What follows belongs to an exercise in optimizing a design on an open flow for small area, a short achievable clock period and few clock cycles per item; a production flow would make more cautious choices. Function was checked by simulation only, so behaviour that the tests miss may differ from the original. Power and IR drop assume default switching activity. The clock port is modelled as an ideal driver; clocking choices that lean on that would not hold on a real chip.

==> flow/design.v, too long to show whole: its modules and the start of the top module <==
// module predec: 19 lines
// module row_dec: 7 lines
// module vinv1: 6 lines
// module rd_hsel2: 9 lines
// module mem_next: 9 lines
// module rd_sel2n: 9 lines
// module vnand4: 9 lines
// module vnor2: 7 lines
// module axil_mem_subsys: 314 lines
module axil_mem_subsys (
  input  logic                  clk_i,
  input  logic                  rst_ni,
  input  logic                  req_i,
  output logic                  gnt_o,
  output logic                  rvalid_o,
  input  logic                  we_i,
  input  logic [(32 / 8)-1:0]   be_i,
  input  logic [32-1:0]   addr_i,
  input  logic [32-1:0]   wdata_i,
  output logic [32-1:0]   rdata_o,
  output logic                  err_o
);
  // ...
==> flow/flow/run.sh <==
#!/bin/bash
# The standard layout (standard.sh) with a few ORFS variables changed:
# - REMOVE_ABC_BUFFERS=1: the floorplan step removes synthesis buffers instead
#   of repairing timing before placement, when the high-fanout nets have no
#   buffers yet and every path looks slow;
# - the port buffers are buf_4 (the buf family can be resized for timing);
# - CTS without dummy loads, with larger sink clusters;
# - more rounds of antenna repair after detailed routing.
# Each tool's output goes to run.log in the work folder; ORFS keeps a log per
# step under orfs/logs.
set -euo pipefail
cd "$(dirname "$0")/.."
bash standard.sh \
  REMOVE_ABC_BUFFERS=1 \
  "BUFFER_PORTS_ARGS=-buffer_cell sky130_fd_sc_hd__buf_4" \
  "CTS_ARGS=-sink_clustering_enable -repair_clock_nets -dont_use_dummy_load -sink_clustering_size 30 -sink_clustering_max_diameter 80" \
  MAX_REPAIR_ANTENNAS_ITER_DRT=12 \
  finish > run.log 2>&1
==> flow/standard.sh <==
#!/bin/bash
# synth_recipe.tcl (not shown) runs the flow's synth.tcl, then flattens the netlist and writes it again
# the make line also repeats each setting of config.mk as NAME=value (left out here)
make -C /OpenROAD-flow-scripts/flow DESIGN_CONFIG=/design/flow/config.mk WORK_HOME=/design/flow/orfs CLKGATE_MAP_FILE= SYNTH_SCRIPT=/design/flow/synth_recipe.tcl "${@:-finish}"
==> flow/config.mk <==
export PLATFORM = sky130hd
export DESIGN_NAME = axil_mem_subsys
export DESIGN_NICKNAME = axil_mem_subsys
export VERILOG_FILES = /design/flow/design.v
export SDC_FILE = /design/flow/constraint.sdc
export NUM_CORES = 8
export LEC_CHECK = 0
export CAP_MARGIN = 40
export CORE_MARGIN = 2
export CORE_UTILIZATION = 60
export SETUP_SLACK_MARGIN = 4.5
export SLEW_MARGIN = 50
export SYNTH_HIERARCHICAL = 1
==> flow/constraint.sdc <==
create_clock -name core_clock -period 8.0 [get_ports {clk_i}]
set_input_delay 1.6000 -clock core_clock [delete_from_list [all_inputs] [get_ports {clk_i}]]
set_output_delay 1.6000 -clock core_clock [all_outputs]
set_load 0.01 [all_outputs]
==> results_dict.tcl, run 1 <==
set metrics [dict create \
    cts_tree "yes" \
    synth.distinct_cells 31 \
    fin_ws_ns 4.37 \
    cts-hold-fix-buffers 0 \
    whs_endpoint "mem_q[7660]" \
    multiInputGateArea_mm2 0.101 \
    status "no timing/DRC/antenna violations" \
    clkPwrFrac_pct 30.3 \
    power.density_mw_per_mm2 222 \
    crit_end "part_q[8]" \
    maxPowerGroup "registers" \
    synth_seq_cells 8322 \
    final_cell_mix "12300 x o22ai_1, 8285 x dfxtp_1, 2048 x nor2_1" \
    coreArea_mm2 0.445 \
    dp_hpwl_mm 554 \
    synthSimpleGateAreaFrac_pct 6.36 \
    hold_ws_ns 0.444 \
    sw_frac_of_total_pct 23.5 \
    layout_commonest_cell "o22ai_1" \
    final-nonclk-buf-share_pct 2.68 \
    via_per_inst 7.30 \
    pre_cts_slack_ns 2.47 \
    cpPeakStageDelay_ns 0.43 \
    critPathLaunch "addr_i[2]" \
    seq_share_pct 56.5 \
    multi_input_area_share_pct 34.2 \
    dr_total_vias 240000 \
    cp_cell_sequence "buf_16 > nor2b_4 > nand3_4 > buf_12 > o22ai_1 > nor2_1 > nand4_1 > a22oi_2 > nand4_1" \
    cp_top_family "simple AND/OR/NAND/NOR gates" \
    nClkBuffers 323 \
    yosys.area_share.adder_pct 0 \
    slew_violations 0 \
    worst_pin_slew_ns 0.800 \
]
Testbench counts, summed over its fixed seeds: cycles 4,808, accesses 4,800.
==> run 2: changes to the inputs <==
--- a/flow/config.mk
+++ b/flow/config.mk
@@ -9,5 +9,5 @@
 export CORE_MARGIN = 2
 export CORE_UTILIZATION = 60
-export SETUP_SLACK_MARGIN = 4.5
+export SETUP_SLACK_MARGIN = 4.3
 export SLEW_MARGIN = 50
 export SYNTH_HIERARCHICAL = 1
==> results_dict.tcl, run 2 <==
set metrics [dict create \
    cts_inserted_buffers 323 \
    rsz0062_at_grt "true" \
    async_reset_ff_share_pct 0 \
    fin_setup_tns_ns 0 \
    ir_drop_mv 0.194 \
    hold_ws_ns 0.443 \
    p_leak_nw 117 \
    synth_top_area_share_pct 62.0 \
    slew_violations 0 \
    final.fill_count 36200 \
    hold_viol 0 \
    cp_num_cells 10 \
    cts-hold-fix-buffers 0 \
    globalplace.congestion 0.884 \
    dpl_cell_area_mm2 0.284 \
    regMostFlops "mem_q" \
    cap_violations 0 \
    end_kind "flip-flop" \
    fmax_ghz 0.263 \
    fin_crit_sh_pct 47.5 \
    overflow 0 \
    clk_latency_ns 1.01 \
    final_cell_mix "12300 x o22ai_1, 8321 x dfxtp_1, 2066 x nor2_1" \
    yosys.area_share.adder_pct 0 \
    min_period_ns 3.80 \
    die_w_um 673 \
    r2r-end "mem_q[3285]" \
    critPathLaunch "addr_i[4]" \
    crit_arrival_ns 4.66 \
    syn_area_per_cell_um2 10.3 \
    synthMuxAreaShare_pct 0 \
    synth.area.top_cells "dfxtp_1 62%, o22ai_1 29%, nor2_1 3.0%, nand2_1 1.5%, inv_1 1.5%" \
    start_util_pct 60.3 \
    yosysSeqAreaShare_pct 62.0 \
    layout_commonest_cell "o22ai_1" \
    cts.sinks 8322 \
    power.density_mw_per_mm2 222 \
    drc_errors 0 \
    reg2reg_from "p_q[21]" \
    r2r_cells 6 \
    final_layout_size_suffix_gt1_share_pct 5.45 \
    wl_per_cell_um 27.8 \
    path_class "primary input to flip-flop" \
    drtIter0Drc 28500 \
    crit_end "part_q[8]" \
    skew_ns 0.0675 \
    worst_pin_slew_ns 0.834 \
    clk_path_buf_depth 4 \
    wirelength_mm 911 \
    syn_inst 26000 \
    setup_viol 0 \
    crit_buf_inv 3 \
    synthSimpleGateAreaFrac_pct 6.36 \
    synthXorXnorAreaFrac_pct 0.209 \
    ant_nets 0 \
    reg.largest.list "mem_q (8192), part_q (64)" \
    synth-compound-area-share_pct 29.8 \
    hold_path_class "flip-flop to flip-flop" \
    num_io_pins 107 \
    dp_hpwl_mm 554 \
    grt_pass1_vias 220000 \
    htreeDepth 5 \
    cpPeakStageDelay_ns 0.42 \
    synth_most_common_cell "o22ai_1" \
    synth.distinct_cells 31 \
    largest_reg_flops 8192 \
    fp.dieH_um 673 \
    rrSetupSlack_ns 5.03 \
    critPathMaxFanout 41 \
    finalNetCount 27000 \
    die-area_mm2 0.453 \
    firstDrtPassIters 9 \
    cp_cell_sequence "buf_6 > buf_12 > nor2_4 > nand2_8 > buf_6 > o22ai_1 > nor2_1 > nand4_1 > a22oi_2 > nand4_1" \
    crit_slowest_cell "buf_6" \
    cts_tree "yes" \
    yosysTopAreaCell "dfxtp_1" \
    required_ns 8.86 \
    grt_max_degree 131 \
    cts-root-buf "clkbuf_16" \
    rows 245 \
    cp-start-kind "primary input" \
    fin_area_mm2 0.293 \
    yosysWarningCount 8 \
    relSlewSlack_pct 44.4 \
    cp_top_family "simple AND/OR/NAND/NOR gates" \
    area.growth.synth_to_final_pct 9.22 \
    synth_seq_cells 8322 \
    synth_top_family_by_area "compound AO/OA/AOI/OAI gates" \
    synth_common_cells "12300 x o22ai_1, 8322 x dfxtp_1, 2136 x nor2_1, 1068 x nand2_1, 1056 x inv_1" \
    synth_flop_cell "dfxtp_1" \
    io_buffers 88 \
    status "no timing/DRC/antenna violations" \
    coreArea_mm2 0.445 \
    dr_total_vias 239000 \
    antenna_found_initial 24 \
    via_per_inst 7.27 \
    synth_edf_count 0 \
    grt_pass1_wl_mm 1350 \
    grtUsageTotal_pct 37.8 \
    clkTransAtPathRegs_ns 0.11 \
    syn-cell-area_mm2 0.269 \
]
==> run 2: per-layer routing <==
metal / global-route usage (%) / wire length (um)
met2: 57.2 / 402000
met5: 0 / 76
met1: 53.9 / 380000
met3: 5.71 / 86900
met4: 16.0 / 42300
==> run 2: repair_timing <==
item / in CTS / in global routing
resized for setup: 59 / 38
endpoints found under the setup margin: 2617 / 1163
pin swaps: 23 / 15
setup buffers: 19 / 21
gates cloned: 4 / 6
==> run 2: cells by family after synthesis <==
kind of cell              after synthesis
AOI/OAI and AO/OA                   12500
DFF                                  8322
and+or+nand+nor                      3996
buffers and inverters                1089
xor gates and xnor gates               64
==> run 2: how the worst min path moves through the flow <==
| stage | startpoint | end | slack (ns) | depth (start not counted) |
|---|---|---|---|---|
| after floorplan | p_q[23] | p_q[23] | 0.38 | 1 |
| after global placement | mem_q[2159] | mem_q[2159] | 0.43 | 1 |
| after detailed placement | mem_q[1508] | mem_q[1508] | 0.44 | 1 |
| after CTS | mem_q[7660] | mem_q[7660] | 0.45 | 1 |
| after global routing | mem_q[5186] | mem_q[5186] | 0.45 | 1 |
| final | mem_q[7660] | mem_q[7660] | 0.44 | 1 |
==> run 2: per-module statistics from Yosys, one instance, submodules excluded, a selection <==
module,flip-flops and latches,area [um2]
rd_sel2n,0,50.0
vnor2,0,30.0
vnand4,0,50.0
axil_mem_subsys,8322,168000
row_dec,0,3.75
predec,0,405
rd_hsel2,0,100
mem_next,0,50.0
==> run 2: report_power, final <==
part	leakage [nW]	switching, mW	internal [mW]
registers	76.2	0.00710	41.4
logic	36.5	2.84	1.20
clock network	3.98	12.4	7.32
total	117	15.3	49.9
==> run 2: area by class of cell <==
class / count / area [um2] / area share, %
Sequential cell: 8322 / 167000 / 56.8
Multi-Input combinational cell: 16600 / 100000 / 34.2
Clock buffer: 323 / 8080 / 2.76
Tap cell: 5928 / 7420 / 2.53
Timing Repair Buffer: 564 / 6860 / 2.34
Inverter: 1056 / 3960 / 1.35
Antenna cell: 23 / 57.6 / 0.0196
==> run 2: metrics by stage <==
stage	utilization [%]	power, mW	worst slack [ns]	cells
after floorplan	-	44.7	-3.30	26000
after global placement	63.3	46.1	2.28	32300
after detailed placement	63.8	46.2	2.47	32400
after CTS	65.7	65.2	4.30	32800
after global routing	65.8	66.9	4.20	32800
final	65.9	65.2	4.20	32800
==> run 2: worst register-to-register path: stages, from the launching register on <==
cell	delay, ns
dfxtp_1	0.49
xor2_4	0.55
buf_4	0.53
buf_12	0.29
buf_16	0.31
buf_16	0.40
o22ai_1	0.26
==> run 3: changes to the inputs <==
--- a/flow/config.mk
+++ b/flow/config.mk
@@ -9,5 +9,5 @@
 export CORE_MARGIN = 2
 export CORE_UTILIZATION = 60
-export SETUP_SLACK_MARGIN = 4.3
+export SETUP_SLACK_MARGIN = 5.0
 export SLEW_MARGIN = 50
 export SYNTH_HIERARCHICAL = 1
==> results_dict.tcl, run 3 <==
set metrics [dict create \
    start_util_pct 60.3 \
    area.growth.synth_to_final_pct 14.6 \
    cts.sinks 8322 \
    clkPwrFrac_pct 30.2 \
    via_per_inst 7.46 \
    die_w_um 673 \
    reg.largest.list "mem_q (8192), part_q (64)" \
    fin_crit_sh_pct 44.1 \
    grtUsageTotal_pct 41.4 \
    drc_errors 0 \
    clk_path_buf_depth 4 \
    worst_pin_slew_ns 0.796 \
    hold_viol 0 \
    sw_frac_of_total_pct 24.0 \
    synth.area.top_cells "dfxtp_1 62%, o22ai_1 29%, nor2_1 3.0%, nand2_1 1.5%, inv_1 1.5%" \
    synth_most_common_cell "o22ai_1" \
    skew_ns 0.0672 \
    yosysTopAreaCell "dfxtp_1" \
    synth_common_cells "12300 x o22ai_1, 8322 x dfxtp_1, 2136 x nor2_1, 1068 x nand2_1, 1056 x inv_1" \
    antenna_found_initial 34 \
    relSlewSlack_pct 47.0 \
    drtIter0Drc 34000 \
    path_class "flip-flop to primary output" \
    ir_drop_mv 0.193 \
    syn-cell-area_mm2 0.269 \
    hold_path_class "flip-flop to flip-flop" \
    synth_top_area_share_pct 62.0 \
    p_leak_nw 123 \
    use_met1_pct 57.5 \
    p_seq_share_pct 62.8 \
    final_layout_size_suffix_gt1_share_pct 15.2 \
    wl_per_cell_um 31.0 \
    busiest_layer "met2" \
    dpl_cell_area_mm2 0.284 \
    hold_ws_ns 0.446 \
    min_period_ns 3.53 \
    required_ns 6.40 \
    rsz0062_at_grt "true" \
    largest_reg_flops 8192 \
    cts_inserted_buffers 323 \
    die-area_mm2 0.453 \
    synthMuxAreaShare_pct 0 \
    p_int_mw 50.2 \
    firstDrtPassIters 9 \
    synth_edf_count 0 \
    synth_flop_cell "dfxtp_1" \
    rows 245 \
    slew_violations 0 \
    coreArea_mm2 0.445 \
    clkTransAtPathRegs_ns 0.11 \
    fin_area_mm2 0.308 \
    wirelength_mm 1030 \
    critPathMaxFanout 1 \
    dr_total_vias 249000 \
    synth-compound-area-share_pct 29.8 \
    fin_setup_tns_ns 0 \
    setup_viol 0 \
    power_switching_mw 15.8 \
    final.fill_count 34400 \
    synthSimpleGateAreaFrac_pct 6.36 \
    finalNetCount 27500 \
    yosysWarningCount 8 \
    synthXorXnorAreaFrac_pct 0.209 \
    synth_top_family_by_area "compound AO/OA/AOI/OAI gates" \
    io_buffers 88 \
    dp_hpwl_mm 554 \
    overflow 0 \
    grt_pass1_vias 225000 \
    layout_commonest_cell "o22ai_1" \
    power.density_mw_per_mm2 214 \
    synth_seq_cells 8322 \
    use_met3_pct 8.55 \
    ant_nets 0 \
    synth.distinct_cells 31 \
    combPwrFrac_pct 7.1 \
    cap_violations 0 \
    async_reset_ff_share_pct 0 \
    end_kind "primary output" \
    cp-start-kind "flip-flop" \
    fmax_ghz 0.283 \
    clk_latency_ns 1.03 \
    cts_tree "yes" \
    regMostFlops "mem_q" \
    yosys.area_share.adder_pct 0 \
    grt_max_degree 131 \
    globalplace.congestion 0.884 \
    grt_pass1_wl_mm 1450 \
    fp.dieH_um 673 \
    crit_arrival_ns 1.93 \
    syn_area_per_cell_um2 10.3 \
    syn_inst 26000 \
    htreeDepth 5 \
    status "no timing/DRC/antenna violations" \
    grt.met2_usage_pct 60.6 \
    yosysSeqAreaShare_pct 62.0 \
    num_io_pins 107 \
    cts-root-buf "clkbuf_16" \
    final_cell_mix "12300 x o22ai_1, 8274 x dfxtp_1, 2015 x nor2_1" \
]
==> run 3: cell counts after synthesis <==
Identical to the previous run, type by type.
==> run 3: final timing paths <==
kind	to	from	slack [ns]	depth (start not counted)
setup / recovery	rdata_o[28]	part_q[52]	4.47	3
hold / removal	mem_q[7220]	mem_q[7220]	0.45	1
setup reg to reg	mem_q[3883]	p_q[11]	5.31	4
hold reg to reg	mem_q[7220]	mem_q[7220]	0.45	1
==> run 3: Yosys stat by module (local to each module, per instance) <==
module | flops+latches | times used | cell area [um2]
vnand4 | 0 | 72 | 50.0
vinv1 | 0 | 1024 | 3.75
axil_mem_subsys | 8322 | 1 | 168000
rd_sel2n | 0 | 512 | 50.0
rd_hsel2 | 0 | 32 | 100
mem_next | 0 | 1024 | 50.0
row_dec | 0 | 1024 | 3.75
predec | 0 | 4 | 405
vnor2 | 0 | 256 | 30.0
==> run 3: layout make-up <==
type / instances / area (um2) / area share [%]
Sequential cell: 8322 / 167000 / 54.2
Multi-Input combinational cell: 16700 / 105000 / 34.2
Timing Repair Buffer: 1062 / 16000 / 5.19
Clock buffer: 323 / 8080 / 2.63
Tap cell: 5928 / 7420 / 2.41
Inverter: 1056 / 4320 / 1.41
Antenna cell: 25 / 62.6 / 0.0203
==> run 3: cell families after synthesis <==
| kind of cell | Yosys count |
|---|---|
| buffers and inverters | 1089 |
| AOI/OAI and AO/OA | 12500 |
| and+or+nand+nor | 3996 |
| DFF | 8322 |
| xor gates and xnor gates | 64 |
==> run 3: timing repair <==
item	CTS	global route
endpoints found under the setup margin	8291	7525
cloned	133	79
pin swaps	150	206
resized for setup	1634	1516
hold buffers	0	0
setup buffers	247	164
==> run 3: critical path, stage by stage (launching register included) <==
cell and delay, ns:
dfxtp_2 0.38, nor2_4 0.21, xnor2_1 0.15, buf_4 0.14
==> run 3: power groups by stage <==
stage	clock network (mW)	registers, mW	logic, mW
after global routing	21.3	41.4	4.70
after detailed placement	0	42.4	3.85
after floorplan	0	42.4	2.35
after CTS	19.8	41.4	4.25
final	19.9	41.4	4.66
after global placement	0	42.4	3.72
==> run 3: per-layer routing <==
| layer | routed length (um) | vias up |
|---|---|---|
| li1 | - | 109000 |
| met1 | 399000 | 122000 |
| met2 | 439000 | 15800 |
| met3 | 128000 | 2963 |
| met4 | 67900 | 20 |
| met5 | 138 | - |
==> run 3: metrics by stage <==
stage | worst slack, ns | util (%) | power, mW | cells
after floorplan | -3.30 | - | 44.7 | 26000
after global placement | 2.28 | 63.3 | 46.1 | 32300
after detailed placement | 2.47 | 63.8 | 46.2 | 32400
after CTS | 4.42 | 67.5 | 65.5 | 33100
after global routing | 4.45 | 69.1 | 67.4 | 33400
final | 4.47 | 69.1 | 66.0 | 33400
==> run 4: changes to the inputs <==
--- a/flow/config.mk
+++ b/flow/config.mk
@@ -9,5 +9,5 @@
 export CORE_MARGIN = 2
 export CORE_UTILIZATION = 60
-export SETUP_SLACK_MARGIN = 5.0
+export SETUP_SLACK_MARGIN = 4.8
 export SLEW_MARGIN = 50
 export SYNTH_HIERARCHICAL = 1
==> results_dict.tcl, run 4 <==
set metrics [dict create \
    status "no timing/DRC/antenna violations" \
    area.growth.synth_to_final_pct 11.4 \
    num_io_pins 107 \
    rows 245 \
    synth_top_area_share_pct 62.0 \
    setup_viol 0 \
    final.fill_count 35500 \
    fin_crit_sh_pct 44.2 \
    synth_flop_cell "dfxtp_1" \
    r2r-end "mem_q[3285]" \
    synth_common_cells "12300 x o22ai_1, 8322 x dfxtp_1, 2136 x nor2_1, 1068 x nand2_1, 1056 x inv_1" \
    clkTransAtPathRegs_ns 0.12 \
    htreeDepth 5 \
    globalplace.congestion 0.884 \
    wl_per_cell_um 29.6 \
    hold_ws_ns 0.442 \
    worst_pin_slew_ns 0.824 \
    wl_met3_mm 110 \
    rrSetupSlack_ns 5.15 \
    hold_path_class "flip-flop to flip-flop" \
    yosysWarningCount 8 \
    rsz0062_at_grt "true" \
    required_ns 6.40 \
    drtIter0Drc 32200 \
    wirelength_mm 979 \
    critPathLaunch "part_q[52]" \
    final_layout_size_suffix_gt1_share_pct 9.71 \
    dp_hpwl_mm 554 \
    reg2reg_from "p_q[21]" \
    start_util_pct 60.3 \
    cts_inserted_buffers 323 \
    regMostFlops "mem_q" \
    io_buffers 88 \
    grt_pass1_wl_mm 1400 \
    overflow 0 \
    skew_ns 0.0673 \
    grt_pass1_vias 221000 \
    synth.area.top_cells "dfxtp_1 62%, o22ai_1 29%, nor2_1 3.0%, nand2_1 1.5%, inv_1 1.5%" \
    fp.dieH_um 673 \
    crit_arrival_ns 1.93 \
    async_reset_ff_share_pct 0 \
    crit_end "rdata_o[28]" \
    wl_met1_mm 392 \
    yosysSeqAreaShare_pct 62.0 \
    grt_max_degree 131 \
    relSlewSlack_pct 45.1 \
    clk_latency_ns 1.02 \
    p_leak_nw 118 \
    fin_setup_tns_ns 0 \
    power.density_mw_per_mm2 219 \
    largest_reg_flops 8192 \
    path_class "flip-flop to primary output" \
    synth_seq_cells 8322 \
    syn_area_per_cell_um2 10.3 \
    drc_errors 0 \
    cts.sinks 8322 \
    synth_edf_count 0 \
    min_period_ns 3.53 \
    synth_most_common_cell "o22ai_1" \
    die_w_um 673 \
    layout_commonest_cell "o22ai_1" \
    via_per_inst 7.37 \
    cts-hold-fix-buffers 0 \
    critPathMaxFanout 1 \
    clk_path_buf_depth 4 \
    finalNetCount 27200 \
    die-area_mm2 0.453 \
    reg.largest.list "mem_q (8192), part_q (64)" \
    dr_wl_met2_mm 425 \
    yosysTopAreaCell "dfxtp_1" \
    fmax_ghz 0.283 \
    final_cell_mix "12300 x o22ai_1, 8277 x dfxtp_1, 2045 x nor2_1" \
    ir_drop_mv 0.195 \
    top_layer "met5" \
    slew_violations 0 \
    r2r_cells 6 \
    coreArea_mm2 0.445 \
    dr_total_vias 244000 \
    antenna_found_initial 26 \
    cts-root-buf "clkbuf_16" \
    syn-cell-area_mm2 0.269 \
    syn_inst 26000 \
    cp-start-kind "flip-flop" \
    grtUsageTotal_pct 39.5 \
    synth.distinct_cells 31 \
    cap_violations 0 \
    cts_tree "yes" \
    end_kind "primary output" \
    ant_nets 0 \
    hold_viol 0 \
    firstDrtPassIters 7 \
    hold_depth 1 \
]
==> run 4: cell counts after synthesis <==
No cell type changed its count.
==> run 4: area by class of cell <==
cell class	count	area, um2	share of cell area [%]
diodes	20	50.0	0.0167
clock buffers	323	8080	2.70
inverters	1056	3970	1.33
multi-input cells	16700	102000	34.1
flip-flops and latches	8322	167000	55.7
well taps	5928	7420	2.48
repair buffers	775	10900	3.63
==> run 4: cell families after synthesis <==
logic type,synth area share [%]
compound gates,29.8
simple gates,6.36
xor+xnor,0.209
buf+inv,1.57
flops,62.0
==> run 4: report_power, final <==
group | internal, mW | switching [mW]
Combinational | 1.32 | 3.06
Clock | 7.32 | 12.5
Sequential | 41.4 | 0.00736
Total | 50.1 | 15.6
==> run 4: through the flow <==
step / util [%] / total power, mW / cell area [um2] / instances / worst slack [ns]
4_1_cts: 66.4 / 65.3 / 296000 / 32900 / 4.42
6_report: 67.2 / 65.7 / 299000 / 33100 / 4.47
5_1_grt: 67.1 / 67.2 / 299000 / 33100 / 4.46
2_1_floorplan: - / 44.7 / 268000 / 26000 / -3.30
3_5_place_dp: 63.8 / 46.2 / 284000 / 32400 / 2.47
3_3_place_gp: 63.3 / 46.1 / 282000 / 32300 / 2.28
==> run 4: repair_timing <==
| item | in CTS | in global routing |
|---|---|---|
| gates resized for setup | 433 | 931 |
| gates cloned | 61 | 51 |
| endpoints found under the setup margin | 8235 | 7333 |
| buffers inserted | 105 | 98 |
| pin swaps | 92 | 69 |
| hold endpoints to repair | 0 | 0 |
==> run 4: per-module statistics from Yosys (local to each module, per instance) <==
module / times used / cells inside / flops+latches
row_dec: 1024 / 1 / 0
predec: 4 / 75 / 0
vinv1: 1024 / 1 / 0
vnor2: 256 / 8 / 0
vnand4: 72 / 8 / 0
rd_hsel2: 32 / 8 / 0
mem_next: 1024 / 8 / 0
axil_mem_subsys: 1 / 8500 / 8322
rd_sel2n: 512 / 8 / 0
==> run 4: how the worst min path moves through the flow <==
stage                     start     endpoint  slack, ns
floorplan               p_q[23]      p_q[23]       0.38
global placement    mem_q[2159]  mem_q[2159]       0.43
detailed placement  mem_q[1508]  mem_q[1508]       0.44
CTS                 mem_q[7660]  mem_q[7660]       0.45
global route        mem_q[5186]  mem_q[5186]       0.45
finish              mem_q[7660]  mem_q[7660]       0.44
==> run 4: critical path, stage by stage, from the launching register on <==
cell,delay (ns)
dfxtp_2,0.38
nor2_4,0.22
xnor2_1,0.15
buf_4,0.14
==> run 4: per-layer routing <==
layer / up-vias / GRT usage (%)
met3: 2308 / 6.67
met2: 14100 / 58.7
met1: 120000 / 56.0
met5: - / 0
li1: 108000 / -
met4: 18 / 18.6
==> run 5: changes to the inputs <==
--- a/flow/config.mk
+++ b/flow/config.mk
@@ -9,5 +9,5 @@
 export CORE_MARGIN = 2
 export CORE_UTILIZATION = 60
-export SETUP_SLACK_MARGIN = 4.8
+export SETUP_SLACK_MARGIN = 4.65
 export SLEW_MARGIN = 50
 export SYNTH_HIERARCHICAL = 1
==> results_dict.tcl, run 5 <==
set metrics [dict create \
    synth.distinct_cells 31 \
    cp-start-kind "flip-flop" \
    synth_common_cells "12300 x o22ai_1, 8322 x dfxtp_1, 2136 x nor2_1, 1068 x nand2_1, 1056 x inv_1" \
    async_reset_ff_share_pct 0 \
    final_cells 32900 \
    syn_area_per_cell_um2 10.3 \
    start_util_pct 60.3 \
    clk_latency_ns 1.02 \
    ir_drop_mv 0.195 \
    path_class "flip-flop to primary output" \
    firstDrtPassIters 6 \
    yosysWarningCount 8 \
    final.fill_count 35900 \
    rows 245 \
    synth_top_area_share_pct 62.0 \
    globalplace.congestion 0.884 \
    synth_flop_cell "dfxtp_1" \
    skew_ns 0.0677 \
    crit_end "rdata_o[28]" \
    yosysTopAreaCell "dfxtp_1" \
    cts.sinks 8322 \
    via_per_inst 7.31 \
    syn-cell-area_mm2 0.269 \
    final_util_pct 66.4 \
    setup_viol 0 \
    die-area_mm2 0.453 \
    cap_violations 0 \
    layout_commonest_cell "o22ai_1" \
    synth.area.top_cells "dfxtp_1 62%, o22ai_1 29%, nor2_1 3.0%, nand2_1 1.5%, inv_1 1.5%" \
    reg2reg_from "p_q[21]" \
    regMostFlops "mem_q" \
    grt_pass1_wl_mm 1380 \
    fp.dieH_um 673 \
    slew_violations 0 \
    die_w_um 673 \
    required_ns 6.40 \
    syn_inst 26000 \
    wirelength_mm 942 \
    yosysSeqAreaShare_pct 62.0 \
    relSlewSlack_pct 46.8 \
    power.density_mw_per_mm2 221 \
    worst_pin_slew_ns 0.798 \
    dpl.cell_count 32400 \
    dr_total_vias 241000 \
    end_kind "primary output" \
    fin_setup_tns_ns 0 \
    finalNetCount 27100 \
    cts-root-buf "clkbuf_16" \
    rrSetupSlack_ns 5.04 \
    reg.largest.list "mem_q (8192), part_q (64)" \
    final_layout_size_suffix_gt1_share_pct 7.35 \
    dp_hpwl_mm 554 \
    r2r-end "mem_q[3285]" \
    fin_crit_sh_pct 44.1 \
    p_leak_nw 117 \
    synth_seq_cells 8322 \
    io_buffers 88 \
    crit_arrival_ns 1.93 \
    min_period_ns 3.53 \
    status "no timing/DRC/antenna violations" \
    drtIter0Drc 30000 \
    fmax_ghz 0.283 \
    cts_tree "yes" \
    r2r_cells 6 \
    cts-hold-fix-buffers 0 \
    area.growth.synth_to_final_pct 10.2 \
    drc_errors 0 \
    grtUsageTotal_pct 38.9 \
    critPathMaxFanout 1 \
    wl_per_cell_um 28.6 \
    grt_max_degree 131 \
    synth_edf_count 0 \
    final_cell_mix "12300 x o22ai_1, 8276 x dfxtp_1, 2048 x nor2_1" \
    cts_inserted_buffers 323 \
    critPathLaunch "part_q[52]" \
    largest_reg_flops 8192 \
    ant_nets 0 \
    overflow 0 \
    rsz0062_at_grt "true" \
    hold_path_class "flip-flop to flip-flop" \
    clkTransAtPathRegs_ns 0.12 \
    num_io_pins 107 \
    hold_viol 0 \
    clk_path_buf_depth 4 \
    synth_most_common_cell "o22ai_1" \
    coreArea_mm2 0.445 \
    grt_pass1_vias 221000 \
    antenna_found_initial 26 \
    htreeDepth 5 \
]
[run 5: power breakdown]
group	switching [mW]	leakage, nW	internal, mW	total, mW
Combinational	2.94	37.2	1.25	4.19
Clock	12.5	3.98	7.32	19.8
Sequential	0.00737	76.3	41.4	41.4
[run 5: through the flow]
step | hold WS [ns] | setup WS (ns) | power, mW | instance area [um2]
6_report | 0.445 | 4.47 | 65.4 | 296000
4_1_cts | 0.446 | 4.42 | 65.3 | 295000
5_1_grt | 0.454 | 4.46 | 67.0 | 296000
3_3_place_gp | 0.429 | 2.28 | 46.1 | 282000
2_1_floorplan | 0.378 | -3.30 | 44.7 | 268000
3_5_place_dp | 0.438 | 2.47 | 46.2 | 284000
[run 5: worst min-delay path by stage]
stage,startpoint,to,slack [ns],depth (start not counted)
finish,mem_q[7220],mem_q[7220],0.45,1
global route,mem_q[5186],mem_q[5186],0.45,1
CTS,mem_q[7660],mem_q[7660],0.45,1
detailed placement,mem_q[1508],mem_q[1508],0.44,1
global placement,mem_q[2159],mem_q[2159],0.43,1
floorplan,p_q[23],p_q[23],0.38,1
[run 5: logic make-up after synthesis]
group / after synthesis / synth area share (%)
flip-flops: 8322 / 62.0
buffers and inverters: 1089 / 1.57
AO/OA/AOI/OAI: 12500 / 29.8
AND/OR/NAND/NOR: 3996 / 6.36
XOR/XNOR: 64 / 0.209
[run 5: per-module statistics from Yosys, one instance, submodules excluded, a selection]
module,area (um2),flip-flops and latches
rd_hsel2,100,0
vnand4,50.0,0
row_dec,3.75,0
mem_next,50.0,0
vinv1,3.75,0
rd_sel2n,50.0,0
axil_mem_subsys,168000,8322
[run 5: repair_timing]
item / in CTS / in global routing
hold endpoints to repair: 0 / 0
gates cloned: 41 / 11
pin swaps: 78 / 28
buffers inserted: 83 / 16
gates resized for setup: 313 / 414
endpoints found under the setup margin: 7400 / 5164
[run 5: critical path, stage by stage (launching register included)]
cell and delay (ns):
dfxtp_2 0.38, nor2_4 0.21, xnor2_1 0.15, buf_4 0.14
[run 5: area by class of cell]
type | count | area (um2) | area share, %
antenna | 14 | 35.0 | 0.0118
clock buffer | 323 | 8080 | 2.73
inverter | 1056 | 3970 | 1.34
multi-input combinational | 16600 | 101000 | 34.2
sequential | 8322 | 167000 | 56.3
tap | 5928 | 7420 | 2.51
timing repair buffer | 639 | 8470 | 2.86
[run 5: layer usage]
layer	GRT usage (%)	up-vias	share of wire, %
met5	0	-	0.011
met4	17.6	16	5.2
met3	6.06	2043	10
met2	58.3	12900	44
met1	55.5	118000	41
li1	-	107000	-
==> run 6: changes to the inputs <==
--- a/flow/flow/run.sh
+++ b/flow/flow/run.sh
@@ -14,5 +14,5 @@
   REMOVE_ABC_BUFFERS=1 \
   "BUFFER_PORTS_ARGS=-buffer_cell sky130_fd_sc_hd__buf_4" \
-  "CTS_ARGS=-sink_clustering_enable -repair_clock_nets -dont_use_dummy_load -sink_clustering_size 30 -sink_clustering_max_diameter 80" \
+  "CTS_ARGS=-sink_clustering_enable -repair_clock_nets -dont_use_dummy_load -sink_clustering_size 30 -sink_clustering_max_diameter 90" \
   MAX_REPAIR_ANTENNAS_ITER_DRT=12 \
   finish > run.log 2>&1
--- a/flow/config.mk
+++ b/flow/config.mk
@@ -9,5 +9,5 @@
 export CORE_MARGIN = 2
 export CORE_UTILIZATION = 60
-export SETUP_SLACK_MARGIN = 4.65
+export SETUP_SLACK_MARGIN = 4.5
 export SLEW_MARGIN = 50
 export SYNTH_HIERARCHICAL = 1
==> results_dict.tcl, run 6 <==
set metrics [dict create \
    reg2reg_from "p_q[21]" \
    rsz0062_at_grt "true" \
    wirelength_mm 927 \
    die-area_mm2 0.453 \
    layout_commonest_cell "o22ai_1" \
    antenna_found_initial 28 \
    fin_setup_tns_ns 0 \
    hold_viol 0 \
    fin_ws_ns 4.38 \
    cp_cell_sequence "buf_12 > buf_16 > nor2b_4 > nand3_4 > buf_12 > buf_6 > o22ai_1 > nor2_1 > nand4_1 > a22oi_2 > nand4_1" \
    final_util_pct 66.2 \
    skew_ns 0.0483 \
    multiInputGateArea_mm2 0.101 \
    via_per_inst 7.29 \
    clk_path_buf_depth 4 \
    reg.largest.list "mem_q (8192), part_q (64)" \
    wl_met1_mm 381 \
    synth_top_area_share_pct 62.0 \
    r2r-end "mem_q[3285]" \
    wl_met3_mm 94.0 \
    largest_reg_flops 8192 \
    whs_endpoint "mem_q[8089]" \
    regMostFlops "mem_q" \
    crit_buf_inv 4 \
    hold_depth 1 \
    area.growth.synth_to_final_pct 9.72 \
    htreeDepth 5 \
    crit_arrival_ns 4.49 \
    critPathMaxFanout 35 \
    hold_path_class "flip-flop to flip-flop" \
    min_period_ns 3.62 \
    final_layout_size_suffix_gt1_share_pct 6.65 \
    grtUsageTotal_pct 38.3 \
    grt_max_degree 131 \
    setup_viol 0 \
    syn_inst 26000 \
    dr_wl_met2_mm 406 \
    synth.distinct_cells 31 \
    pre_cts_slack_ns 2.47 \
    power.density_mw_per_mm2 221 \
    cts_inserted_buffers 315 \
    cpPeakStageDelay_ns 0.41 \
    relSlewSlack_pct 48.5 \
    finalNetCount 27000 \
    coreArea_mm2 0.445 \
    synth_seq_cells 8322 \
    fmax_ghz 0.276 \
    synth_edf_count 0 \
    start_util_pct 60.3 \
    rrSetupSlack_ns 5.05 \
    cts_tree "yes" \
    clk_latency_ns 1.03 \
    top_layer "met5" \
    synth_most_common_cell "o22ai_1" \
    cap_violations 0 \
    required_ns 8.87 \
    slew_violations 0 \
    dp_hpwl_mm 554 \
    path_class "primary input to flip-flop" \
    cts-root-buf "clkbuf_16" \
    syn-cell-area_mm2 0.269 \
    drtIter0Drc 29000 \
    fin_crit_sh_pct 45.3 \
    grt_pass1_wl_mm 1360 \
    grt_pass1_vias 220000 \
    num_io_pins 107 \
    overflow 0 \
    final.fill_count 36100 \
    synth_flop_cell "dfxtp_1" \
    syn_area_per_cell_um2 10.3 \
    synth.area.top_cells "dfxtp_1 62%, o22ai_1 29%, nor2_1 3.0%, nand2_1 1.5%, inv_1 1.5%" \
    yosysSeqAreaShare_pct 62.0 \
    firstDrtPassIters 9 \
    yosysWarningCount 8 \
    worst_pin_slew_ns 0.772 \
    rows 245 \
    die_w_um 673 \
    wl_per_cell_um 28.2 \
    fp.dieH_um 673 \
    cp_top_family "simple AND/OR/NAND/NOR gates" \
    globalplace.congestion 0.884 \
    status "no timing/DRC/antenna violations" \
    io_buffers 88 \
    yosysTopAreaCell "dfxtp_1" \
    r2r_cells 6 \
    regArea_mm2 0.167 \
    crit_slowest_cell "a22oi_2" \
    drc_errors 0 \
    cp-start-kind "primary input" \
    end_kind "flip-flop" \
    p_leak_nw 117 \
    ant_nets 0 \
    ir_drop_mv 0.212 \
    cts.sinks 8322 \
    cts-hold-fix-buffers 0 \
    hold_start "mem_q[8089]" \
    async_reset_ff_share_pct 0 \
    clkTransAtPathRegs_ns 0.11 \
    synth_common_cells "12300 x o22ai_1, 8322 x dfxtp_1, 2136 x nor2_1, 1068 x nand2_1, 1056 x inv_1" \
    dr_total_vias 240000 \
    final_cell_mix "12300 x o22ai_1, 8284 x dfxtp_1, 2048 x nor2_1" \
]
## run 6: report_power, final
| part | leakage (nW) | total, mW | internal (mW) | switching (mW) |
|---|---|---|---|---|
| Sequential | 76.3 | 41.4 | 41.4 | 0.00729 |
| Clock | 3.88 | 19.6 | 7.15 | 12.4 |
| Combinational | 36.8 | 4.12 | 1.23 | 2.89 |
## run 6: worst max path at each step
stage / cells after the start / endpoint / start / slack, ns
global route: 3 / rdata_o[0] / part_q[0] / 4.47
detailed placement: 10 / part_q[14] / addr_i[4] / 2.47
floorplan: 2 / mem_q[1015] / wdata_i[23] / -3.30
CTS: 3 / rdata_o[28] / part_q[52] / 4.42
finish: 11 / part_q[9] / addr_i[4] / 4.38
global placement: 10 / mem_q[3592] / req_i / 2.28
## run 6: area by class of cell
| cell class | instances | area share, % |
|---|---|---|
| inverters | 1056 | 1.35 |
| multi-input cells | 16600 | 34.3 |
| repair buffers | 612 | 2.63 |
| well taps | 5928 | 2.52 |
| clock buffers | 315 | 2.68 |
| diodes | 15 | 0.0127 |
| flip-flops and latches | 8322 | 56.6 |
## run 6: worst reg2reg max path, stage by stage, from the launching register on
cell	delay (ns)
dfxtp_1	0.49
xor2_4	0.55
buf_4	0.53
buf_12	0.28
buf_16	0.30
buf_16	0.41
o22ai_1	0.24
## run 6: Yosys stat by module, one instance, submodules excluded
| module | cells | times used | area [um2] | flip-flops and latches |
|---|---|---|---|---|
| axil_mem_subsys | 8500 | 1 | 168000 | 8322 |
| vnor2 | 8 | 256 | 30.0 | 0 |
| vnand4 | 8 | 72 | 50.0 | 0 |
| rd_hsel2 | 8 | 32 | 100 | 0 |
| mem_next | 8 | 1024 | 50.0 | 0 |
| rd_sel2n | 8 | 512 | 50.0 | 0 |
| predec | 75 | 4 | 405 | 0 |
| row_dec | 1 | 1024 | 3.75 | 0 |
| vinv1 | 1 | 1024 | 3.75 | 0 |
## run 6: logic make-up after synthesis
logic type      after synthesis  synth area share (%)
compound gates            12500                  29.8
flops                      8322                  62.0
simple gates               3996                  6.36
buf+inv                    1089                  1.57
xor+xnor                     64                 0.209
## run 6: routing by layer
| metal | vias to the layer above | global-route usage (%) |
|---|---|---|
| met4 | 31 | 16.7 |
| li1 | 107000 | - |
| met2 | 12600 | 57.5 |
| met1 | 118000 | 54.6 |
| met3 | 2070 | 6.28 |
| met5 | - | 0 |
## run 6: through the flow
stage / instances / area [um2] / hold slack (ns) / total power [mW]
2_1_floorplan: 26000 / 268000 / 0.378 / 44.7
3_3_place_gp: 32300 / 282000 / 0.429 / 46.1
3_5_place_dp: 32400 / 284000 / 0.438 / 46.2
4_1_cts: 32800 / 294000 / 0.452 / 65.0
5_1_grt: 32900 / 295000 / 0.457 / 66.8
6_report: 32900 / 295000 / 0.448 / 65.1
## run 6: what timing repair did
item	4_1_cts	5_1_grt
setup endpoints to repair	4553	4948
pin swaps	53	28
cloned	24	11
resized for setup	216	272
buffers inserted	45	33
==> run 7: changes to the inputs <==
--- a/flow/config.mk
+++ b/flow/config.mk
@@ -6,8 +6,8 @@
 export NUM_CORES = 8
 export LEC_CHECK = 0
-export CAP_MARGIN = 40
+export CAP_MARGIN = 30
 export CORE_MARGIN = 2
 export CORE_UTILIZATION = 60
-export SETUP_SLACK_MARGIN = 4.5
-export SLEW_MARGIN = 50
+export SETUP_SLACK_MARGIN = 4.8
+export SLEW_MARGIN = 35
 export SYNTH_HIERARCHICAL = 1
==> results_dict.tcl, run 7 <==
set metrics [dict create \
    status "no timing/DRC/antenna violations" \
    firstDrtPassIters 9 \
    yosysTopAreaCell "dfxtp_1" \
    dp_hpwl_mm 541 \
    fmax_ghz 0.283 \
    cpPeakStageDelay_ns 0.35 \
    end_kind "primary output" \
    critPathMaxFanout 1 \
    syn_inst 26000 \
    crit_arrival_ns 1.93 \
    power.density_mw_per_mm2 220 \
    dr_total_vias 244000 \
    r2r_cells 5 \
    crit_slowest_cell "dfxtp_2" \
    reg2reg_from "p_q[21]" \
    fp.dieH_um 673 \
    whs_endpoint "mem_q[7564]" \
    io_buffers 88 \
    grt_pass1_vias 222000 \
    die-area_mm2 0.453 \
    globalplace.congestion 0.884 \
    cts_inserted_buffers 315 \
    synth.area.top_cells "dfxtp_1 62%, o22ai_1 29%, nor2_1 3.0%, nand2_1 1.5%, inv_1 1.5%" \
    slew_violations 0 \
    synth_most_common_cell "o22ai_1" \
    grt_pass1_wl_mm 1410 \
    wl_met1_mm 392 \
    hold_start "mem_q[7564]" \
    wl_met3_mm 113 \
    htreeDepth 5 \
    dr_wl_met2_mm 425 \
    rows 245 \
    worst_pin_slew_ns 1.13 \
    dpl.cell_count 32400 \
    cp-start-kind "flip-flop" \
    coreArea_mm2 0.445 \
    fin_crit_sh_pct 44.2 \
    min_period_ns 3.53 \
    async_reset_ff_share_pct 0 \
    overflow 0 \
    start_util_pct 60.3 \
    path_class "flip-flop to primary output" \
    finalNetCount 27200 \
    clk_latency_ns 1.02 \
    r2r-end "mem_q[533]" \
    rsz0062_at_grt "true" \
    fin_setup_tns_ns 0 \
    layout_commonest_cell "o22ai_1" \
    final_layout_size_suffix_gt1_share_pct 10.2 \
    via_per_inst 7.39 \
    dpl_cell_area_mm2 0.282 \
    wirelength_mm 987 \
    yosysSeqAreaShare_pct 62.0 \
    hold_viol 0 \
    cts-hold-fix-buffers 0 \
    syn-cell-area_mm2 0.269 \
    final_cells 33000 \
    largest_reg_flops 8192 \
    num_io_pins 107 \
    ir_drop_mv 0.183 \
    cap_violations 0 \
    synth_top_area_share_pct 62.0 \
    relSlewSlack_pct 24.8 \
    area.growth.synth_to_final_pct 10.8 \
    clkTransAtPathRegs_ns 0.11 \
    skew_ns 0.0417 \
    grtUsageTotal_pct 40.0 \
    cts.sinks 8322 \
    reg.largest.list "mem_q (8192), part_q (64)" \
    final_cell_mix "12300 x o22ai_1, 8279 x dfxtp_1, 2048 x nor2_1" \
    clk_path_buf_depth 4 \
    rrSetupSlack_ns 5.09 \
    synth.distinct_cells 31 \
    drc_errors 0 \
    yosysWarningCount 8 \
    die_w_um 673 \
    synth_flop_cell "dfxtp_1" \
    setup_viol 0 \
    synth_seq_cells 8322 \
    cp_cell_sequence "nor2_4 > xnor2_2 > buf_4" \
    cts_tree "yes" \
    required_ns 6.40 \
    cts-root-buf "clkbuf_16" \
    synth_edf_count 0 \
    fin_area_mm2 0.298 \
    wl_per_cell_um 29.9 \
    regMostFlops "mem_q" \
    antenna_found_initial 27 \
    drtIter0Drc 31900 \
    syn_area_per_cell_um2 10.3 \
    p_leak_nw 117 \
    final_util_pct 66.8 \
    top_layer "met5" \
    hold_depth 1 \
    ant_nets 0 \
    synth_common_cells "12300 x o22ai_1, 8322 x dfxtp_1, 2136 x nor2_1, 1068 x nand2_1, 1056 x inv_1" \
    grt_max_degree 169 \
    hold_path_class "flip-flop to flip-flop" \
]
==> run 7: cell types whose count changed in the layout (fill, tap and decap cells not counted), moves of 10 or more <==
cell / delta
buf_4: +25
buf_8: +18
bufbuf_16: +13
clkbuf_16: +20
dfxtp_4: +12
diode_2: +11
inv_1: -587
inv_2: +582
nand2_1: -213
nand2_2: +213
nand2_4: +25
nand3_2: +22
nand3_4: +10
==> run 7: repair_timing <==
| item | CTS | global route |
|---|---|---|
| resized for setup | 512 | 1085 |
| hold endpoints to repair | 0 | 0 |
| pin swaps | 102 | 55 |
| setup buffers | 135 | 57 |
| endpoints found under the setup margin | 8289 | 8116 |
| gates cloned | 84 | 44 |
==> run 7: logic make-up (layout without fill, tap and decap cells) <==
group	after synthesis	count (layout)	share of synthesized area, %
compound gates	12500	12500	29.8
flops	8322	8322	62.0
other cells	0	26	0
buf+inv	1089	2072	1.57
simple gates	3996	4077	6.36
xor+xnor	64	64	0.209
==> run 7: modules after synthesis (local to each module, per instance), excerpt <==
module           area [um2]  copies in the design
axil_mem_subsys      168000                     1
predec                  405                     4
rd_hsel2                100                    32
rd_sel2n               50.0                   512
vnand4                 50.0                    72
vnor2                  30.0                   256
vinv1                  3.75                  1024
==> run 7: worst max-delay path by stage <==
stage / to / cells past startpoint / start / slack [ns]
after floorplan: mem_q[1015] / 2 / wdata_i[23] / -3.30
after global placement: mem_q[3592] / 10 / req_i / 2.28
after detailed placement: part_q[5] / 10 / addr_i[4] / 2.29
after CTS: rdata_o[28] / 3 / part_q[52] / 4.44
after global routing: rdata_o[12] / 3 / part_q[28] / 4.47
final: rdata_o[12] / 3 / part_q[28] / 4.47
==> run 7: layer usage <==
metal	vias up	GRT usage (%)
met5	-	0
met4	13	19.7
met3	2544	7.56
met2	14200	59.4
met1	120000	56.2
li1	108000	-
==> run 7: where the power goes <==
group,switching (mW),internal [mW]
Clock,12.5,7.15
Combinational,3.08,1.27
Sequential,0.00739,41.4
Total,15.6,49.8
==> run 7: final cells by class <==
cell class | instances | area, um2
Antenna cell | 26 | 65.1
Clock buffer | 315 | 7880
Fill cell | 35800 | 148000
Inverter | 1056 | 3980
Multi-Input combinational cell | 16700 | 102000
Sequential cell | 8322 | 167000
Tap cell | 5928 | 7420
Timing Repair Buffer | 701 | 9320
==> run 7: per-stage QoR <==
step                hold slack (ns)  total power, mW  setup slack (ns)
global route                  0.459             66.9              4.47
CTS                           0.448             65.1              4.44
finish                        0.445             65.4              4.47
detailed placement            0.438             46.1              2.29
global placement              0.429             46.1              2.28
floorplan                     0.378             44.7             -3.30
==> run 7: critical path: cells and delay by family, from the launching register on <==
| family | cells | cell delay [ns] |
|---|---|---|
| flip-flops | 1 | 0.35 |
| AND/OR/NAND/NOR | 1 | 0.25 |
| buffers and inverters | 1 | 0.15 |
| XOR/XNOR | 1 | 0.17 |
==> run 8: changes to the inputs <==
--- a/flow/config.mk
+++ b/flow/config.mk
@@ -9,4 +9,5 @@
 export CORE_MARGIN = 2
 export CORE_UTILIZATION = 60
+export PLACE_DENSITY = 0.72
 export SETUP_SLACK_MARGIN = 4.8
 export SLEW_MARGIN = 35
==> results_dict.tcl, run 8 <==
set metrics [dict create \
    status "no timing/DRC/antenna violations" \
    reg.largest.list "mem_q (8192), part_q (64)" \
    required_ns 6.40 \
    skew_ns 0.0668 \
    syn_area_per_cell_um2 10.3 \
    relSlewSlack_pct 23.9 \
    critPathMaxFanout 1 \
    grtUsageTotal_pct 39.8 \
    clk_latency_ns 1.05 \
    finalNetCount 27200 \
    dpl.cell_count 32400 \
    rrSetupSlack_ns 5.09 \
    synth.area.top_cells "dfxtp_1 62%, o22ai_1 29%, nor2_1 3.0%, nand2_1 1.5%, inv_1 1.5%" \
    end_kind "primary output" \
    via_per_inst 7.44 \
    wl_per_cell_um 29.4 \
    synth_top_area_share_pct 62.0 \
    num_io_pins 107 \
    die_w_um 673 \
    htreeDepth 5 \
    pre_cts_slack_ns 2.52 \
    synth_common_cells "12300 x o22ai_1, 8322 x dfxtp_1, 2136 x nor2_1, 1068 x nand2_1, 1056 x inv_1" \
    p_leak_nw 117 \
    cap_violations 0 \
    synthSimpleGateAreaFrac_pct 6.36 \
    hold_path_class "flip-flop to flip-flop" \
    r2r-end "mem_q[5930]" \
    synthMuxAreaShare_pct 0 \
    io_buffers 88 \
    globalplace.congestion 0.898 \
    reg2reg_from "p_q[10]" \
    grt_max_degree 177 \
    async_reset_ff_share_pct 0 \
    hold_viol 0 \
    whs_endpoint "mem_q[7576]" \
    path_class "flip-flop to primary output" \
    synth_most_common_cell "o22ai_1" \
    clkTransAtPathRegs_ns 0.11 \
    syn_inst 26000 \
    antenna_found_initial 29 \
    min_period_ns 3.58 \
    setup_viol 0 \
    synth_seq_cells 8322 \
    dp_hpwl_mm 536 \
    cts_inserted_buffers 316 \
    start_util_pct 60.3 \
    ir_drop_mv 0.221 \
    regMostFlops "mem_q" \
    crit_arrival_ns 1.98 \
    synth_top_family_by_area "compound AO/OA/AOI/OAI gates" \
    fmax_ghz 0.279 \
    fp.dieH_um 673 \
    die-area_mm2 0.453 \
    synth.distinct_cells 31 \
    synth-compound-area-share_pct 29.8 \
    area.growth.synth_to_final_pct 10.7 \
    final_layout_size_suffix_gt1_share_pct 9.23 \
    worst_pin_slew_ns 1.14 \
    final_util_pct 66.8 \
    overflow 0 \
    cts-root-buf "clkbuf_16" \
    coreArea_mm2 0.445 \
    slew_violations 0 \
    cp-start-kind "flip-flop" \
    fin_ws_ns 4.42 \
    synth_flop_cell "dfxtp_1" \
    wirelength_mm 972 \
    fin_area_mm2 0.297 \
    cts-hold-fix-buffers 0 \
    dpl_cell_area_mm2 0.282 \
    fin_crit_sh_pct 44.8 \
    yosysTopAreaCell "dfxtp_1" \
    ant_nets 0 \
    layout_commonest_cell "o22ai_1" \
    largest_reg_flops 8192 \
    r2r_cells 4 \
    synthXorXnorAreaFrac_pct 0.209 \
    grt_pass1_vias 227000 \
    dr_total_vias 246000 \
    power.density_mw_per_mm2 220 \
    cts_tree "yes" \
    yosysSeqAreaShare_pct 62.0 \
    final_cells 33000 \
    hold_depth 1 \
    synth_edf_count 0 \
    cts.sinks 8322 \
    yosys.area_share.adder_pct 0 \
    grt_pass1_wl_mm 1410 \
    drc_errors 0 \
    fin_setup_tns_ns 0 \
    hold_ws_ns 0.446 \
    rsz0062_at_grt "true" \
    rows 245 \
    hold_start "mem_q[7576]" \
    final_cell_mix "12300 x o22ai_1, 8278 x dfxtp_1, 2046 x nor2_1" \
    syn-cell-area_mm2 0.269 \
    drtIter0Drc 33900 \
    firstDrtPassIters 8 \
    yosysWarningCount 8 \
    clk_path_buf_depth 4 \
    power_mw 65.4 \
]
-- run 8: changes by cell type in the layout (fill, tap and decap cells not counted), moves of 14 or more --
cell     before  now
nand2_2     238  185
buf_16       63   49
buf_4       334  361
inv_2       764  568
inv_1       287  487
nand2_1     794  847
-- run 8: per-module statistics from Yosys, one instance, submodules excluded --
module,cells inside,area (um2),flops+latches,times used
vnor2,8,30.0,0,256
rd_sel2n,8,50.0,0,512
rd_hsel2,8,100,0,32
vinv1,1,3.75,0,1024
row_dec,1,3.75,0,1024
mem_next,8,50.0,0,1024
axil_mem_subsys,8500,168000,8322,1
predec,75,405,0,4
vnand4,8,50.0,0,72
-- run 8: metal layers --
metal	track usage, %	share of wire, %	vias to the layer above
li1	-	-	108000
met1	54.5	38	119000
met2	58.3	42	15700
met3	9.12	13	3019
met4	22.0	6.4	18
met5	0	0.014	-
-- run 8: worst max-delay path: stages (launching register included) --
cell and delay (ns):
dfxtp_4 0.41, nor2_4 0.06, xnor2_4 0.32, buf_6 0.16
-- run 8: final cells by class --
type                            count  area, um2
Antenna cell                       33       82.6
Clock buffer                      316       7910
Fill cell                       34900     148000
Inverter                         1056       3970
Multi-Input combinational cell  16700     102000
Sequential cell                  8322     167000
Tap cell                         5928       7420
Timing Repair Buffer              706       9100
-- run 8: cells by family (layout without fill, tap and decap cells) --
kind of cell           Yosys count  in the layout
flip-flops                    8322           8322
XOR/XNOR                        64             64
AND/OR/NAND/NOR               3996           4077
other                            0             33
buffers and inverters         1089           2078
AO/OA/AOI/OAI                12500          12500
-- run 8: worst max-delay path by stage --
stage                     slack (ns)           to   startpoint
after CTS                       4.36   rdata_o[4]    part_q[4]
after floorplan                -3.30  mem_q[1015]  wdata_i[23]
final                           4.42   rdata_o[4]    part_q[4]
after global routing            4.39   rdata_o[4]    part_q[4]
after detailed placement        2.52   part_q[17]    addr_i[4]
after global placement          2.43   part_q[31]    addr_i[4]
-- run 8: what timing repair did --
item	CTS	global route
endpoints found under the setup margin	7578	6912
setup buffers	142	69
resized for setup	610	680
gates cloned	93	30
hold endpoints to repair	0	0
pin swaps	107	48
-- run 8: power breakdown --
part / internal, mW / switching, mW
combinational: 1.26 / 3.06
sequential: 41.4 / 0.00743
clock: 7.17 / 12.4
total: 49.8 / 15.5
==> run 9: changes to the inputs <==
--- a/flow/config.mk
+++ b/flow/config.mk
@@ -9,5 +9,5 @@
 export CORE_MARGIN = 2
 export CORE_UTILIZATION = 60
-export PLACE_DENSITY = 0.72
+export PLACE_DENSITY = 0.66
 export SETUP_SLACK_MARGIN = 4.8
 export SLEW_MARGIN = 35
==> results_dict.tcl, run 9 <==
set metrics [dict create \
    fp.dieH_um 673 \
    grt_pass1_wl_mm 1410 \
    drtIter0Drc 31900 \
    dr_wl_met2_mm 425 \
    min_period_ns 3.53 \
    slew_violations 0 \
    wl_per_cell_um 29.9 \
    sw_frac_of_total_pct 23.8 \
    grt_pass1_vias 222000 \
    wl_met3_mm 113 \
    die_w_um 673 \
    async_reset_ff_share_pct 0 \
    relSlewSlack_pct 24.8 \
    yosysTopAreaCell "dfxtp_1" \
    power_switching_mw 15.6 \
    dpl.cell_count 32400 \
    cts_inserted_buffers 315 \
    largest_reg_flops 8192 \
    r2r_cells 5 \
    status "no timing/DRC/antenna violations" \
    p_int_mw 49.8 \
    dpl_cell_area_mm2 0.282 \
    hold_ws_ns 0.445 \
    critPathLaunch "part_q[28]" \
    hold_path_class "flip-flop to flip-flop" \
    required_ns 6.40 \
    wirelength_mm 987 \
    wl_met1_mm 392 \
    setup_viol 0 \
    yosysSeqAreaShare_pct 62.0 \
    final_layout_size_suffix_gt1_share_pct 10.2 \
    cts.sinks 8322 \
    reg.largest.list "mem_q (8192), part_q (64)" \
    final_cells 33000 \
    path_class "flip-flop to primary output" \
    clk_path_buf_depth 4 \
    p_seq_share_pct 63.3 \
    start_util_pct 60.3 \
    rows 245 \
    final_cell_mix "12300 x o22ai_1, 8279 x dfxtp_1, 2048 x nor2_1" \
    rrSetupSlack_ns 5.09 \
    p_leak_nw 117 \
    crit_slowest_cell "dfxtp_2" \
    layout_commonest_cell "o22ai_1" \
    dp_hpwl_mm 541 \
    r2r-end "mem_q[533]" \
    synth.distinct_cells 31 \
    multiInputGateArea_mm2 0.102 \
    final.fill_count 35800 \
    power.density_mw_per_mm2 220 \
    ant_nets 0 \
    ir_drop_mv 0.183 \
    cts-root-buf "clkbuf_16" \
    end_kind "primary output" \
    via_per_inst 7.39 \
    clkPwrFrac_pct 30.1 \
    coreArea_mm2 0.445 \
    synth_flop_cell "dfxtp_1" \
    die-area_mm2 0.453 \
    regMostFlops "mem_q" \
    area.growth.synth_to_final_pct 10.8 \
    cts_tree "yes" \
    clkTransAtPathRegs_ns 0.11 \
    critPathMaxFanout 1 \
    globalplace.congestion 0.884 \
    antenna_found_initial 27 \
    yosysWarningCount 8 \
    clk_latency_ns 1.02 \
    syn_inst 26000 \
    drc_errors 0 \
    fmax_ghz 0.283 \
    cp-start-kind "flip-flop" \
    firstDrtPassIters 9 \
    skew_ns 0.0417 \
    rsz0062_at_grt "true" \
    combPwrFrac_pct 6.6 \
    fin_area_mm2 0.298 \
    io_buffers 88 \
    dr_total_vias 244000 \
    hold_viol 0 \
    synth_most_common_cell "o22ai_1" \
    hold_start "mem_q[7564]" \
    top_layer "met5" \
    cp_cell_sequence "nor2_4 > xnor2_2 > buf_4" \
    grt_max_degree 169 \
    fin_crit_sh_pct 44.2 \
    synth_common_cells "12300 x o22ai_1, 8322 x dfxtp_1, 2136 x nor2_1, 1068 x nand2_1, 1056 x inv_1" \
    cap_violations 0 \
    synth.area.top_cells "dfxtp_1 62%, o22ai_1 29%, nor2_1 3.0%, nand2_1 1.5%, inv_1 1.5%" \
    overflow 0 \
    worst_pin_slew_ns 1.13 \
    htreeDepth 5 \
    synth_top_area_share_pct 62.0 \
    grtUsageTotal_pct 40.0 \
    fin_setup_tns_ns 0 \
    cpPeakStageDelay_ns 0.35 \
    final_util_pct 66.8 \
    synth_edf_count 0 \
    finalNetCount 27200 \
    synth_seq_cells 8322 \
    syn_area_per_cell_um2 10.3 \
    num_io_pins 107 \
    syn-cell-area_mm2 0.269 \
    crit_arrival_ns 1.93 \
    regArea_mm2 0.167 \
    reg2reg_from "p_q[21]" \
    whs_endpoint "mem_q[7564]" \
    hold_depth 1 \
]
==> run 9: cell counts after synthesis <==
No cell type changed its count.
==> run 9: kinds of logic (layout without fill, tap and decap cells) <==
logic type	after synthesis	in the layout	share of synthesized area, %
AO/OA/AOI/OAI	12500	12500	29.8
flip-flops	8322	8322	62.0
AND/OR/NAND/NOR	3996	4077	6.36
buffers and inverters	1089	2072	1.57
XOR/XNOR	64	64	0.209
other	0	26	0
==> run 9: power by group through the flow <==
| stage | clock network [mW] | logic (mW) | registers (mW) |
|---|---|---|---|
| floorplan | 0 | 2.35 | 42.4 |
| global placement | 0 | 3.72 | 42.4 |
| detailed placement | 0 | 3.76 | 42.4 |
| CTS | 19.7 | 4.03 | 41.4 |
| global route | 21.1 | 4.41 | 41.4 |
| finish | 19.7 | 4.34 | 41.4 |
==> run 9: worst max-delay path by stage <==
stage / endpoint
after floorplan: mem_q[1015]
after global placement: mem_q[3592]
after detailed placement: part_q[5]
after CTS: rdata_o[28]
after global routing: rdata_o[12]
final: rdata_o[12]
==> run 9: stage by stage <==
stage	total power, mW	setup WS (ns)
after detailed placement	46.1	2.29
after global routing	66.9	4.47
after CTS	65.1	4.44
final	65.4	4.47
after global placement	46.1	2.28
after floorplan	44.7	-3.30
==> run 9: final cells by class <==
type / count / area share [%]
Multi-Input combinational cell: 16700 / 34.4
Clock buffer: 315 / 2.65
Timing Repair Buffer: 701 / 3.13
Antenna cell: 26 / 0.0219
Sequential cell: 8322 / 56.0
Inverter: 1056 / 1.34
Tap cell: 5928 / 2.49
==> run 9: Yosys stat by module, one instance, submodules excluded <==
module	flip-flops and latches	copies in the design	cell area (um2)	cells
predec	0	4	405	75
mem_next	0	1024	50.0	8
vnor2	0	256	30.0	8
row_dec	0	1024	3.75	1
axil_mem_subsys	8322	1	168000	8500
vinv1	0	1024	3.75	1
rd_sel2n	0	512	50.0	8
vnand4	0	72	50.0	8
rd_hsel2	0	32	100	8
==> run 9: worst max-delay path: cells and delay by family, from the launching register on <==
kind                      cells  cell delay, ns
DFF                           1            0.35
and+or+nand+nor               1            0.25
xor gates and xnor gates      1            0.17
buffers and inverters         1            0.15
==> run 9: timing repair <==
action                                  4_1_cts  5_1_grt
hold endpoints to repair                      0        0
endpoints found under the setup margin     8289     8116
buffers inserted                            135       57
resized for setup                           512     1085
cloned                                       84       44
pin swaps                                   102       55
hold buffers                                  0        0
==> run 9: per-layer routing <==
metal	global-route usage [%]	up-vias
li1	-	108000
met1	56.2	120000
met2	59.4	14200
met3	7.56	2544
met4	19.7	13
met5	0	-
==> run 10: changes to the inputs <==
--- a/flow/config.mk
+++ b/flow/config.mk
@@ -8,6 +8,5 @@
 export CAP_MARGIN = 30
 export CORE_MARGIN = 2
-export CORE_UTILIZATION = 60
-export PLACE_DENSITY = 0.66
+export CORE_UTILIZATION = 64
 export SETUP_SLACK_MARGIN = 4.8
 export SLEW_MARGIN = 35
==> results_dict.tcl, run 10 <==
set metrics [dict create \
    status "no timing/DRC/antenna violations" \
    hold_path_class "flip-flop to flip-flop" \
    fin_setup_tns_ns 0 \
    htreeDepth 5 \
    wirelength_mm 963 \
    r2r-end "mem_q[3825]" \
    ir_drop_mv 0.217 \
    dr_total_vias 245000 \
    clkTransAtPathRegs_ns 0.11 \
    cts_tree "yes" \
    num_io_pins 107 \
    largest_reg_flops 8192 \
    rows 237 \
    grt_max_degree 177 \
    synth_flop_cell "dfxtp_1" \
    synth_edf_count 0 \
    area.growth.synth_to_final_pct 10.4 \
    cap_violations 0 \
    syn_inst 26000 \
    hold_viol 0 \
    drc_errors 0 \
    cts.sinks 8322 \
    min_period_ns 3.58 \
    r2r_cells 4 \
    fmax_ghz 0.280 \
    yosysWarningCount 8 \
    overflow 0 \
    end_kind "primary output" \
    firstDrtPassIters 7 \
    cp-start-kind "flip-flop" \
    critPathMaxFanout 1 \
    final_layout_size_suffix_gt1_share_pct 9.05 \
    fin_area_mm2 0.296 \
    clk_path_buf_depth 4 \
    whs_endpoint "mem_q[7565]" \
    p_leak_nw 117 \
    crit_arrival_ns 1.98 \
    power.density_mw_per_mm2 220 \
    synth.distinct_cells 31 \
    rsz0062_at_grt "true" \
    yosysSeqAreaShare_pct 62.0 \
    hold_depth 1 \
    globalplace.congestion 0.911 \
    regMostFlops "mem_q" \
    fp.dieH_um 652 \
    hold_start "mem_q[7565]" \
    worst_pin_slew_ns 1.07 \
    die-area_mm2 0.425 \
    pre_cts_slack_ns 2.24 \
    grt_pass1_wl_mm 1380 \
    synth.area.top_cells "dfxtp_1 62%, o22ai_1 29%, nor2_1 3.0%, nand2_1 1.5%, inv_1 1.5%" \
    setup_viol 0 \
    die_w_um 652 \
    syn-cell-area_mm2 0.269 \
    dp_hpwl_mm 539 \
    io_buffers 88 \
    drtIter0Drc 33400 \
    start_util_pct 64.4 \
    reg.largest.list "mem_q (8192), part_q (64)" \
    synth_seq_cells 8322 \
    cts-hold-fix-buffers 0 \
    coreArea_mm2 0.417 \
    path_class "flip-flop to primary output" \
    final_util_pct 71.1 \
    synth_common_cells "12300 x o22ai_1, 8322 x dfxtp_1, 2136 x nor2_1, 1068 x nand2_1, 1056 x inv_1" \
    slew_violations 0 \
    synth_top_area_share_pct 62.0 \
    required_ns 6.40 \
    finalNetCount 27100 \
    async_reset_ff_share_pct 0 \
    skew_ns 0.0456 \
    cts_inserted_buffers 315 \
    yosysTopAreaCell "dfxtp_1" \
    reg2reg_from "p_q[17]" \
    grtUsageTotal_pct 41.5 \
    final_cell_mix "12300 x o22ai_1, 8279 x dfxtp_1, 2045 x nor2_1" \
    rrSetupSlack_ns 4.98 \
    layout_commonest_cell "o22ai_1" \
    cts-root-buf "clkbuf_16" \
    antenna_found_initial 42 \
    wl_per_cell_um 29.6 \
    fin_ws_ns 4.42 \
    ant_nets 0 \
    clk_latency_ns 1.03 \
    relSlewSlack_pct 28.6 \
    grt_pass1_vias 225000 \
    via_per_inst 7.52 \
    syn_area_per_cell_um2 10.3 \
    synth_most_common_cell "o22ai_1" \
    dpl_cell_area_mm2 0.282 \
    hold_ws_ns 0.446 \
    critPathLaunch "part_q[34]" \
    fin_crit_sh_pct 44.7 \
]
-- run 10: cell types whose count changed in the layout (fill, tap and decap cells not counted), moves of 5 or more --
cell,change
inv_1,+212
inv_2,-208
nand2_1,+53
nand2_2,-52
buf_4,-25
diode_2,+16
buf_8,+7
nand3_2,-6
or4b_2,+6
or4b_4,-6
clkbuf_8,-5
-- run 10: modules after synthesis (local to each module, per instance), excerpt --
module	flip-flops and latches	cell area (um2)	cells inside	copies in the design
row_dec	0	3.75	1	1024
vinv1	0	3.75	1	1024
vnand4	0	50.0	8	72
predec	0	405	75	4
rd_hsel2	0	100	8	32
mem_next	0	50.0	8	1024
vnor2	0	30.0	8	256
rd_sel2n	0	50.0	8	512
-- run 10: repair_timing --
| item | CTS | global route |
|---|---|---|
| setup endpoints to repair | 7210 | 7134 |
| setup buffers | 106 | 54 |
| gates resized for setup | 599 | 753 |
| pin swaps | 97 | 48 |
| gates cloned | 67 | 45 |
-- run 10: layout make-up --
class	instances	area [um2]
diodes	42	105
clock buffers	315	7880
fillers	31400	121000
inverters	1056	3970
multi-input cells	16700	102000
flip-flops and latches	8322	167000
well taps	5497	6880
repair buffers	672	9000
-- run 10: cell families after synthesis --
family / Yosys count / synth area share, %
AO/OA/AOI/OAI: 12500 / 29.8
flip-flops: 8322 / 62.0
AND/OR/NAND/NOR: 3996 / 6.36
buffers and inverters: 1089 / 1.57
XOR/XNOR: 64 / 0.209
-- run 10: how the worst max path moves through the flow --
stage                              to  slack, ns  cells after the start
after floorplan           mem_q[1015]      -3.30                      2
after global placement     part_q[43]       2.24                     11
after detailed placement   part_q[33]       2.24                     11
after CTS                 rdata_o[18]       4.36                      3
after global routing      rdata_o[18]       4.40                      3
final                     rdata_o[18]       4.42                      3
-- run 10: stage by stage --
| step | power (mW) | std cells |
|---|---|---|
| floorplan | 44.7 | 26000 |
| global placement | 46.0 | 31900 |
| detailed placement | 46.1 | 31900 |
| CTS | 64.8 | 32400 |
| global route | 66.6 | 32600 |
| finish | 65.2 | 32600 |
-- run 10: layer usage --
metal,up-vias,track usage (%),routed length [um]
met5,-,0,333
met4,34,22.5,59200
met3,2862,8.59,116000
met2,15300,62.1,415000
met1,119000,56.5,372000
li1,108000,-,-
-- run 10: critical path, stage by stage, from the launching register on --
cell	delay, ns
dfxtp_4	0.42
nor2_4	0.06
xnor2_4	0.30
buf_6	0.16
-- run 10: where the power goes --
group          switching (mW)  internal, mW  leakage, nW
logic                    3.02          1.25         37.0
registers             0.00761          41.4         76.3
clock network            12.4          7.15         3.88
total                    15.4          49.8          117

Setup slack of run 10, layout unchanged: 4.423 ns with ideal ports, 4.300 ns with driving cells assumed (clock clkbuf_16, inputs buf_2), 3.333 ns with port delays also shifted by the 1.139 ns mid clock arrival.
